This design comes from an exercise in tuning for small area, a short achievable clock period and few clock cycles per item on the open sky130 flow, not from production work. At most, simulation tests tie the RTL to the original design; equivalence was not proved.

Setup of JK:
==> module cordic_atanh_vec, before the edit <==
module cordic_atanh_vec (
   input  logic        clk,
   input  logic        rst,
   input  logic        i_start,
   input  logic [31:0] i_xIn,
   input  logic        i_funcSelect,
   output logic        o_busy,
   output logic        o_done,
   output logic [32:0] o_result,
   output logic        o_clamped
);
   function automatic int stageShift(input int k);
      case (k)
         0:       stageShift = 1;
         1:       stageShift = 2;
         2:       stageShift = 3;
         3, 4:    stageShift = 4;
         5:       stageShift = 5;
         6:       stageShift = 6;
         7:       stageShift = 7;
         8:       stageShift = 8;
         9:       stageShift = 9;
         10:      stageShift = 10;
         11:      stageShift = 11;
         12:      stageShift = 12;
         13, 14:  stageShift = 13;
         default: stageShift = 14;
      endcase
   endfunction
   function automatic logic [16:0] stageAngle(input int k);
      case (k)
         0:       stageAngle = 17'd9000;
         1:       stageAngle = 17'd4185;
         2:       stageAngle = 17'd2059;
         3, 4:    stageAngle = 17'd1025;
         5:       stageAngle = 17'd512;
         6:       stageAngle = 17'd256;
         7:       stageAngle = 17'd128;
         8:       stageAngle = 17'd64;
         9:       stageAngle = 17'd32;
         10:      stageAngle = 17'd16;
         11:      stageAngle = 17'd8;
         12:      stageAngle = 17'd4;
         13, 14:  stageAngle = 17'd2;
         default: stageAngle = 17'd1;
      endcase
   endfunction
   function automatic int yTop(input int k);
      case (k)
         1, 2:    yTop = 13;
         3:       yTop = 12;
         4:       yTop = 11;
         5:       yTop = 10;
         6:       yTop = 9;
         7:       yTop = 8;
         8:       yTop = 7;
         9:       yTop = 6;
         10, 11:  yTop = 5;
         12, 13:  yTop = 4;
         default: yTop = 3;
      endcase
   endfunction
   logic        r_done;
   logic [14:1] r_step;      
   logic [14:1] w_at;        
   logic        r_busy;
   logic [14:0] r_x;
   logic [13:0] r_y;
   logic [15:0] r_z;         
   logic        r_func;
   logic        r_clamp;
   logic        r_pos15;     
   logic        w_accept;
   assign w_accept = i_start & ~r_busy & ~r_done;
   logic [14:0] w_aLow;      
   logic        w_hi;        
   logic        w_lo;        
   logic        w_aNeg;
   logic [14:0] w_aHalf;     
   logic [14:0] w_x1;
   logic [13:0] w_y1;
   logic [15:0] w_z1;
   logic        w_z1Neg;
   always_comb begin
      w_aLow = i_funcSelect ? i_xIn[14:0] : {~i_xIn[13], i_xIn[12:0], 1'b0};
      if (i_funcSelect) begin
         w_hi = ~i_xIn[31] & ((|i_xIn[30:14]) | (i_xIn[13:0] >= 14'd13108));
         w_lo =  i_xIn[31] & (~(&i_xIn[30:14]) | (i_xIn[13:0] <= 14'd3276));
      end else begin
         w_hi = (~i_xIn[30] & ((|i_xIn[29:14]) | (i_xIn[13:0] >= 14'd14746)))
              | ( i_xIn[30] & ~(|i_xIn[29:13]));
         w_lo = ( i_xIn[30] &  (|i_xIn[29:13]))
              | (~i_xIn[30] & ~(|i_xIn[29:11]) & (i_xIn[10:0] <= 11'd1638));
      end
      w_aNeg  = w_aLow[14];
      w_aHalf = {w_aLow[14], w_aLow[14:1]};
      w_x1    = (15'd16384 + (w_aNeg ? w_aHalf : -w_aHalf));
      w_y1    = {~w_aLow[13], w_aLow[12:0]};
      w_z1Neg = w_aNeg;
      if (w_hi) begin
         w_x1    = 15'd9831;
         w_y1    = 14'd4915;
         w_z1Neg = 1'b0;
      end else if (w_lo) begin
         w_x1    = 15'd9830;
         w_y1    = -14'sd4915;
         w_z1Neg = 1'b1;
      end
      w_z1 = w_z1Neg ? -16'sd9000 : 16'sd9000;
   end
   logic               w_pos;       
   logic [14:0]        w_xOp;       
   logic [14:0]        w_yOp;       
   logic [15:0]        w_zOp;       
   logic [14:0]        w_xSh;
   logic signed [14:0] w_yExt;
   logic [14:0]        w_ySh;
   int                 w_k0;
   logic               w_pos15;
   logic [13:0]        w_ySum;
   logic [14:0]        w_xSum;
   logic [15:0]        w_zSum;
   always_comb begin
      for (int k = 1; k < 14; k++) w_at[k] = r_step[k] & ~r_step[k+1];
      w_at[14] = r_step[14];
   end
   always_comb begin
      w_pos = ~r_y[13];
      w_xOp = '0;
      w_yOp = '0;
      w_zOp = '0;
      for (int k = 1; k <= 14; k++) begin
         w_xSh  = (k < 2) ? r_x : {1'b0, r_x[13:0]};
         w_xSh  = w_xSh >> stageShift(k);
         w_yExt = {r_y[13], r_y};
         for (int j = 0; j < 15; j++)
            if (j > yTop(k)) w_yExt[j] = 1'b0;
         w_ySh  = 15'(w_yExt >> stageShift(k));
         if (w_at[k]) begin
            w_xOp = w_xOp | w_xSh;
            w_yOp = w_yOp | w_ySh;
         end
      end
      for (int j = 0; j < 15; j++) begin
         w_k0 = 15;
         for (int k = 14; k >= 1; k--)
            if (j + stageShift(k) > yTop(k)) w_k0 = k;
         if (w_k0 <= 14) w_yOp[j] = w_yOp[j] | (r_step[w_k0] & r_y[13]);
      end
      w_xOp = w_xOp ^ {15{w_pos}};
      w_yOp = w_yOp ^ {15{w_pos}};
      for (int k = 1; k <= 13; k++)
         if (w_at[k]) w_zOp = w_zOp | 16'(stageAngle(k));
      if (w_at[14]) w_zOp = w_zOp | {14'd0, w_pos ~^ r_pos15, 1'b1};
      w_ySum = r_y + w_xOp[13:0] + 14'(w_pos);
      w_xSum = r_x + w_yOp + 15'(w_pos);
      w_zSum = r_z + (w_zOp ^ {16{~w_pos}}) + {15'd0, ~w_pos};
   end
   logic [4:0] w_y13s;
   logic [4:0] w_y14s;
   logic [4:0] w_y15s;
   logic       w_x14b13;
   always_comb begin
      w_y13s   = {r_y[13], r_y[3:0]};
      w_y14s   = r_y[13] ? w_y13s + {4'd0, r_x[13]} : w_y13s - {4'd0, r_x[13]};
      w_x14b13 = r_x[13] ^ (r_y[13] & ~(|r_x[12:0]));
      w_y15s   = w_y14s[4] ? w_y14s + {4'd0, w_x14b13} : w_y14s - {4'd0, w_x14b13};
      w_pos15  = ~w_y15s[4];
   end
   always_ff @(posedge clk) begin
      if (!r_busy) begin
         r_x     <= w_x1;
         r_y     <= w_y1;
         r_z     <= w_z1;
         r_func  <= i_funcSelect;
         r_clamp <= w_hi | w_lo;
      end else begin
         r_x <= w_xSum;
         r_y <= w_ySum;
         r_z <= w_zSum;
      end
      r_pos15 <= w_pos15;
   end
   always_ff @(posedge clk or posedge rst) begin
      if (rst) begin
         r_done <= 1'b0;
         r_step <= '0;
      end else begin
         r_step <= {r_step[13:1] & {13{~r_step[14]}}, w_accept | (r_step[1] & ~r_step[14])};
         r_done <= r_step[14];
      end
   end
   assign r_busy = r_step[1];
   assign o_busy    = r_busy;
   assign o_done    = r_done;
   assign o_result  = r_func ? {{17{r_z[15]}}, r_z} : {{16{r_z[15]}}, r_z, 1'b0};
   assign o_clamped = r_clamp;
endmodule
==> flow/config.mk <==
export PLATFORM = sky130hd
export DESIGN_NAME = cordic_atanh_vec
export DESIGN_NICKNAME = cordic_atanh_vec
export VERILOG_FILES = /design/flow/design.v
export SDC_FILE = /design/flow/constraint.sdc
export NUM_CORES = 4
export LEC_CHECK = 0
export CAP_MARGIN = 20
export CORE_MARGIN = 2
export CORE_UTILIZATION = 40
export SETUP_SLACK_MARGIN = 1.5
export SLEW_MARGIN = 20
==> flow/constraint.sdc <==
create_clock -name core_clock -period 5.0 [get_ports {clk}]
set_input_delay 1.0000 -clock core_clock [delete_from_list [all_inputs] [get_ports {clk}]]
set_output_delay 1.0000 -clock core_clock [all_outputs]
set_load 0.01 [all_outputs]
standard.sh (not shown) runs the stock make flow with config.mk's settings and CLKGATE_MAP_FILE= SYNTH_SCRIPT=/design/flow/synth_recipe.tcl, a recipe that flattens the netlist after the stock synthesis.
==> flow/flow/run.sh <==
#!/bin/bash
# Own layout flow: the standard flow (standard.sh, unchanged synthesis and
# steps), except that buffer_ports gives every input and output port a buf_1
# (the smallest buffer) instead of the delay buffer it picks by default.
# The full output of the flow goes to standard_flow.log in this folder; ORFS's
# per-step logs are under orfs/logs/.
set -euo pipefail
bash standard.sh "BUFFER_PORTS_ARGS=-buffer_cell sky130_fd_sc_hd__buf_1" finish > standard_flow.log 2>&1
JK | stages: all done | timing, DRC, antenna: all pass
Testbench counts of JK, summed over its fixed seeds: cycles 20,472, items 1,280.
Edits applied to the flow inputs when going from JK to MS:
diff --git a/flow/design.v b/flow/design.v
--- a/flow/design.v
+++ b/flow/design.v
@@ -58,17 +58,16 @@
          10, 11:  yTop = 5;
          12, 13:  yTop = 4;
          default: yTop = 3;
       endcase
    endfunction
+   logic        r_busy;
    logic        r_done;
    logic [14:1] r_step;      
-   logic [14:1] w_at;        
-   logic        r_busy;
    logic [14:0] r_x;
    logic [13:0] r_y;
-   logic [15:0] r_z;         
+   logic [16:0] r_z;
    logic        r_func;
    logic        r_clamp;
    logic        r_pos15;     
    logic        w_accept;
    assign w_accept = i_start & ~r_busy & ~r_done;
@@ -77,11 +76,11 @@
    logic        w_lo;        
    logic        w_aNeg;
    logic [14:0] w_aHalf;     
    logic [14:0] w_x1;
    logic [13:0] w_y1;
-   logic [15:0] w_z1;
+   logic [16:0] w_z1;
    logic        w_z1Neg;
    always_comb begin
       w_aLow = i_funcSelect ? i_xIn[14:0] : {~i_xIn[13], i_xIn[12:0], 1'b0};
       if (i_funcSelect) begin
          w_hi = ~i_xIn[31] & ((|i_xIn[30:14]) | (i_xIn[13:0] >= 14'd13108));
@@ -104,59 +103,48 @@
       end else if (w_lo) begin
          w_x1    = 15'd9830;
          w_y1    = -14'sd4915;
          w_z1Neg = 1'b1;
       end
-      w_z1 = w_z1Neg ? -16'sd9000 : 16'sd9000;
+      w_z1 = w_z1Neg ? (i_funcSelect ? -17'sd9000 : -17'sd18000)
+                     : (i_funcSelect ?  17'sd9000 :  17'sd18000);
    end
    logic               w_pos;       
    logic [14:0]        w_xOp;       
    logic [14:0]        w_yOp;       
-   logic [15:0]        w_zOp;       
+   logic [16:0]        w_zOp;       
    logic [14:0]        w_xSh;
    logic signed [14:0] w_yExt;
    logic [14:0]        w_ySh;
-   int                 w_k0;
    logic               w_pos15;
    logic [13:0]        w_ySum;
    logic [14:0]        w_xSum;
-   logic [15:0]        w_zSum;
-   always_comb begin
-      for (int k = 1; k < 14; k++) w_at[k] = r_step[k] & ~r_step[k+1];
-      w_at[14] = r_step[14];
-   end
+   logic [16:0]        w_zSum;
    always_comb begin
       w_pos = ~r_y[13];
       w_xOp = '0;
       w_yOp = '0;
       w_zOp = '0;
       for (int k = 1; k <= 14; k++) begin
          w_xSh  = (k < 2) ? r_x : {1'b0, r_x[13:0]};
          w_xSh  = w_xSh >> stageShift(k);
          w_yExt = {r_y[13], r_y};
          for (int j = 0; j < 15; j++)
-            if (j > yTop(k)) w_yExt[j] = 1'b0;
-         w_ySh  = 15'(w_yExt >> stageShift(k));
-         if (w_at[k]) begin
-            w_xOp = w_xOp | w_xSh;
-            w_yOp = w_yOp | w_ySh;
+            if (j > yTop(k)) w_yExt[j] = r_y[13];
+         w_ySh  = 15'(w_yExt >>> stageShift(k));
+         if (r_step[k]) begin
+            w_xOp = w_xOp | (w_xSh ^ {15{w_pos}});
+            w_yOp = w_yOp | (w_ySh ^ {15{w_pos}});
          end
       end
-      for (int j = 0; j < 15; j++) begin
-         w_k0 = 15;
-         for (int k = 14; k >= 1; k--)
-            if (j + stageShift(k) > yTop(k)) w_k0 = k;
-         if (w_k0 <= 14) w_yOp[j] = w_yOp[j] | (r_step[w_k0] & r_y[13]);
-      end
-      w_xOp = w_xOp ^ {15{w_pos}};
-      w_yOp = w_yOp ^ {15{w_pos}};
       for (int k = 1; k <= 13; k++)
-         if (w_at[k]) w_zOp = w_zOp | 16'(stageAngle(k));
-      if (w_at[14]) w_zOp = w_zOp | {14'd0, w_pos ~^ r_pos15, 1'b1};
+         if (r_step[k]) w_zOp = w_zOp | stageAngle(k);
+      if (r_step[14]) w_zOp = w_zOp | {15'd0, w_pos ~^ r_pos15, 1'b1};
+      if (!r_func) w_zOp = w_zOp << 1;
       w_ySum = r_y + w_xOp[13:0] + 14'(w_pos);
       w_xSum = r_x + w_yOp + 15'(w_pos);
-      w_zSum = r_z + (w_zOp ^ {16{~w_pos}}) + {15'd0, ~w_pos};
+      w_zSum = r_z + (w_zOp ^ {17{~w_pos}}) + {16'd0, ~w_pos};
    end
    logic [4:0] w_y13s;
    logic [4:0] w_y14s;
    logic [4:0] w_y15s;
    logic       w_x14b13;
@@ -181,18 +169,19 @@
       end
       r_pos15 <= w_pos15;
    end
    always_ff @(posedge clk or posedge rst) begin
       if (rst) begin
+         r_busy <= 1'b0;
          r_done <= 1'b0;
          r_step <= '0;
       end else begin
-         r_step <= {r_step[13:1] & {13{~r_step[14]}}, w_accept | (r_step[1] & ~r_step[14])};
+         r_step <= {r_step[13:1], w_accept};
+         r_busy <= w_accept | (r_busy & ~r_step[14]);
          r_done <= r_step[14];
       end
    end
-   assign r_busy = r_step[1];
    assign o_busy    = r_busy;
    assign o_done    = r_done;
-   assign o_result  = r_func ? {{17{r_z[15]}}, r_z} : {{16{r_z[15]}}, r_z, 1'b0};
+   assign o_result  = {{16{r_z[16]}}, r_z};
    assign o_clamped = r_clamp;
 endmodule
[summary]
- STATUS hold slack: MS loses against JK
- Min synthesized cell count across MS and JK: JK
- Relative to JK, the via count of the first global-routing pass of MS is higher by 6.5%.
- Die span in y for MS is higher than for JK.
- Critical path depth is lower on MS
- Compared with JK, MS ends up with a larger final cell area.
Testbench counts of MS, summed over its fixed seeds: cycles 20,472, items 1,280.

---

## onyx
The RTL this note starts from:
==> flow/design.v <==
module cordic_atanh_vec (
   input  logic        clk,
   input  logic        rst,
   input  logic        i_start,
   input  logic [31:0] i_xIn,
   input  logic        i_funcSelect,
   output logic        o_busy,
   output logic        o_done,
   output logic [32:0] o_result,
   output logic        o_clamped
);
   function automatic int stageShift(input int k);
      case (k)
         0:       stageShift = 1;
         1:       stageShift = 2;
         2:       stageShift = 3;
         3, 4:    stageShift = 4;
         5:       stageShift = 5;
         6:       stageShift = 6;
         7:       stageShift = 7;
         8:       stageShift = 8;
         9:       stageShift = 9;
         10:      stageShift = 10;
         11:      stageShift = 11;
         12:      stageShift = 12;
         13, 14:  stageShift = 13;
         default: stageShift = 14;
      endcase
   endfunction
   function automatic logic [16:0] stageAngle(input int k);
      case (k)
         0:       stageAngle = 17'd9000;
         1:       stageAngle = 17'd4185;
         2:       stageAngle = 17'd2059;
         3, 4:    stageAngle = 17'd1025;
         5:       stageAngle = 17'd512;
         6:       stageAngle = 17'd256;
         7:       stageAngle = 17'd128;
         8:       stageAngle = 17'd64;
         9:       stageAngle = 17'd32;
         10:      stageAngle = 17'd16;
         11:      stageAngle = 17'd8;
         12:      stageAngle = 17'd4;
         13, 14:  stageAngle = 17'd2;
         default: stageAngle = 17'd1;
      endcase
   endfunction
   function automatic int yTop(input int k);
      case (k)
         0:       yTop = 14;
         1, 2:    yTop = 13;
         3:       yTop = 12;
         4:       yTop = 11;
         5:       yTop = 10;
         6:       yTop = 9;
         7:       yTop = 8;
         8:       yTop = 7;
         9:       yTop = 6;
         10, 11:  yTop = 5;
         12, 13:  yTop = 4;
         default: yTop = 3;
      endcase
   endfunction
   logic        r_busy;
   logic        r_done;
   logic [15:0] r_step;      
   logic [14:0] r_x;
   logic [14:0] r_y;
   logic [16:0] r_z;
   logic        r_func;
   logic        r_hi;
   logic        r_lo;
   logic        w_accept;
   logic signed [31:0] w_arg;
   logic [14:0] w_argLow;
   logic        w_hi;
   logic        w_lo;
   assign w_accept = i_start & ~r_busy & ~r_done;
   always_comb begin
      w_arg    = i_funcSelect ? i_xIn : (i_xIn << 1) - 32'd16384;
      w_argLow = w_arg[14:0];
      w_hi     = w_arg > 32'sd13107;
      w_lo     = w_arg < -32'sd13107;
   end
   logic [14:0] w_xs;       
   logic [14:0] w_ys;       
   logic [16:0] w_ang;      
   logic [14:0] w_xMask;
   logic signed [14:0] w_yExt;
   logic        w_pos;      
   logic [13:0] w_ySum;
   logic [14:0] w_xSum;
   logic [16:0] w_zSum;
   always_comb begin
      w_xs  = '0;
      w_ys  = '0;
      w_ang = '0;
      for (int k = 0; k < 16; k++) begin
         w_xMask = (k < 2) ? r_x : {1'b0, r_x[13:0]};
         w_yExt  = r_y;
         for (int j = 0; j < 15; j++)
            if (j > yTop(k)) w_yExt[j] = r_y[14];
         if (r_step[k]) begin
            w_xs  = w_xs  | (w_xMask >> stageShift(k));
            w_ys  = w_ys  | 15'(w_yExt >>> stageShift(k));
            w_ang = w_ang | stageAngle(k);
         end
      end
      if (!r_func) w_ang = w_ang << 1;
      w_pos  = ~r_y[14];
      w_ySum = w_pos ? r_y[13:0] - w_xs[13:0] : r_y[13:0] + w_xs[13:0];
      w_xSum = w_pos ? r_x - w_ys : r_x + w_ys;
      w_zSum = w_pos ? r_z + w_ang : r_z - w_ang;
   end
   always_ff @(posedge clk) begin
      if (!r_busy) begin
         r_x    <= 15'd16384;
         r_y    <= w_argLow;
         r_z    <= '0;
         r_func <= i_funcSelect;
         r_hi   <= w_hi;
         r_lo   <= w_lo;
      end else if (r_step[0] && r_hi) begin
         r_x <= 15'd9831;
         r_y <= 15'd4915;
         r_z <= r_func ? 17'd9000 : 17'd18000;
      end else if (r_step[0] && r_lo) begin
         r_x <= 15'd9830;
         r_y <= -15'sd4915;
         r_z <= r_func ? -17'sd9000 : -17'sd18000;
      end else begin
         r_x <= w_xSum;
         r_y <= {w_ySum[13], w_ySum};
         r_z <= w_zSum;
      end
   end
   always_ff @(posedge clk or posedge rst) begin
      if (rst) begin
         r_busy <= 1'b0;
         r_done <= 1'b0;
         r_step <= '0;
      end else begin
         r_step <= {r_step[14:0], w_accept};
         r_busy <= w_accept | (r_busy & ~r_step[15]);
         r_done <= r_step[15];
      end
   end
   assign o_busy    = r_busy;
   assign o_done    = r_done;
   assign o_result  = {{16{r_z[16]}}, r_z};
   assign o_clamped = r_hi | r_lo;
endmodule
==> flow/config.mk <==
export PLATFORM = sky130hd
export DESIGN_NAME = cordic_atanh_vec
export DESIGN_NICKNAME = cordic_atanh_vec
export VERILOG_FILES = /design/flow/design.v
export SDC_FILE = /design/flow/constraint.sdc
export NUM_CORES = 4
export LEC_CHECK = 0
export CAP_MARGIN = 20
export CORE_MARGIN = 2
export CORE_UTILIZATION = 40
export SLEW_MARGIN = 20
==> flow/constraint.sdc <==
create_clock -name core_clock -period 5.0 [get_ports {clk}]
set_input_delay 1.0000 -clock core_clock [delete_from_list [all_inputs] [get_ports {clk}]]
set_output_delay 1.0000 -clock core_clock [all_outputs]
set_load 0.01 [all_outputs]
run.sh (not shown) runs the stock make flow with config.mk's settings and CLKGATE_MAP_FILE= SYNTH_SCRIPT=/design/flow/synth_recipe.tcl, a recipe that flattens the netlist after the stock synthesis.
Stock flow here: none of the scripts above is used.
Testbench counts of onyx, summed over its fixed seeds: cycles 23,032, items 1,280.
> inputs changed (onyx -> lagoon)
--- a/flow/design.v
+++ b/flow/design.v
@@ -45,4 +45,19 @@
          default: stageAngle = 17'd1;
       endcase
+   endfunction
+   function automatic logic [16:0] addKS(input logic [16:0] a, input logic [16:0] b,
+                                         input logic cin);
+      logic [16:0] g, p, gg, pp;
+      g  = a & b;
+      p  = a ^ b;
+      gg = g;
+      pp = p;
+      gg[0] = g[0] | (p[0] & cin);
+      for (int d = 1; d < 17; d = d * 2)
+         for (int i = 16; i >= d; i--) begin
+            gg[i] = gg[i] | (pp[i] & gg[i-d]);
+            pp[i] = pp[i] & pp[i-d];
+         end
+      addKS = p ^ {gg[15:0], cin};
    endfunction
    function automatic int yTop(input int k);
@@ -109,7 +124,7 @@
       if (!r_func) w_ang = w_ang << 1;
       w_pos  = ~r_y[14];
-      w_ySum = w_pos ? r_y[13:0] - w_xs[13:0] : r_y[13:0] + w_xs[13:0];
-      w_xSum = w_pos ? r_x - w_ys : r_x + w_ys;
-      w_zSum = w_pos ? r_z + w_ang : r_z - w_ang;
+      w_ySum = 14'(addKS(17'(r_y[13:0]), 17'(w_xs[13:0] ^ {14{w_pos}}), w_pos));
+      w_xSum = 15'(addKS(17'(r_x), 17'(w_ys ^ {15{w_pos}}), w_pos));
+      w_zSum = addKS(r_z, w_ang ^ {17{~w_pos}}, ~w_pos);
    end
    always_ff @(posedge clk) begin
==> notes.md <==
lagoon finished end to end and its layout was clean on timing, DRC and antenna.
Of lagoon and onyx, the higher placeable core area belongs to onyx.
Going from onyx to lagoon, worst setup margin went up by 0.62 ns, register area was more or less identical, maximum frequency went up by 0.033 GHz.
Of lagoon and onyx, the lower critical path arrival belongs to lagoon.
lagoon vs. onyx: global-route track usage on met3 went up by 0.52 points, first-iteration DRC count went up by 70, final design area excluding fillers went down by 680 um2, total of plain and repair buffers excluding clock buffers went down by about 13%.
From onyx to lagoon the numbers moved as follows: sequential share of layout area up 1.7 points.
Function not checked in lagoon: the RTL went through the layout flow alone.

static timing again, ports no longer ideal:
Ports are ideal in the flow. The routed layouts listed here were re-timed in OpenROAD. Step 1, drivers: a clkbuf_16 drives clk and a buf_2 each remaining input, both assumed. Step 2 also shifts input and output timing later by t, the mid clock arrival at the registers, as if the neighbouring blocks saw the same clock. a / b / c = ideal / step 1 / step 2; a / b = the first two.
| run | t (ns) | slack for setup (ns) | worst data-port slew with drivers (ns) |
|---|---|---|---|
| JK | 0.384 | 1.392 / 1.392 / 1.392 | 0.03 |
| MS | 0.393 | 1.536 / 1.536 / 1.273 | 0.03 |
| onyx | 0.386 | 0.324 / 0.324 / 0.324 | 0.04 |
| lagoon | 0.379 | 0.944 / 0.944 / 0.944 | 0.03 |
After both steps every run listed still meets setup and hold. The setup slack of MS, which loses most, moves by 0.000 ns with the drivers and by -0.263 ns with both steps.
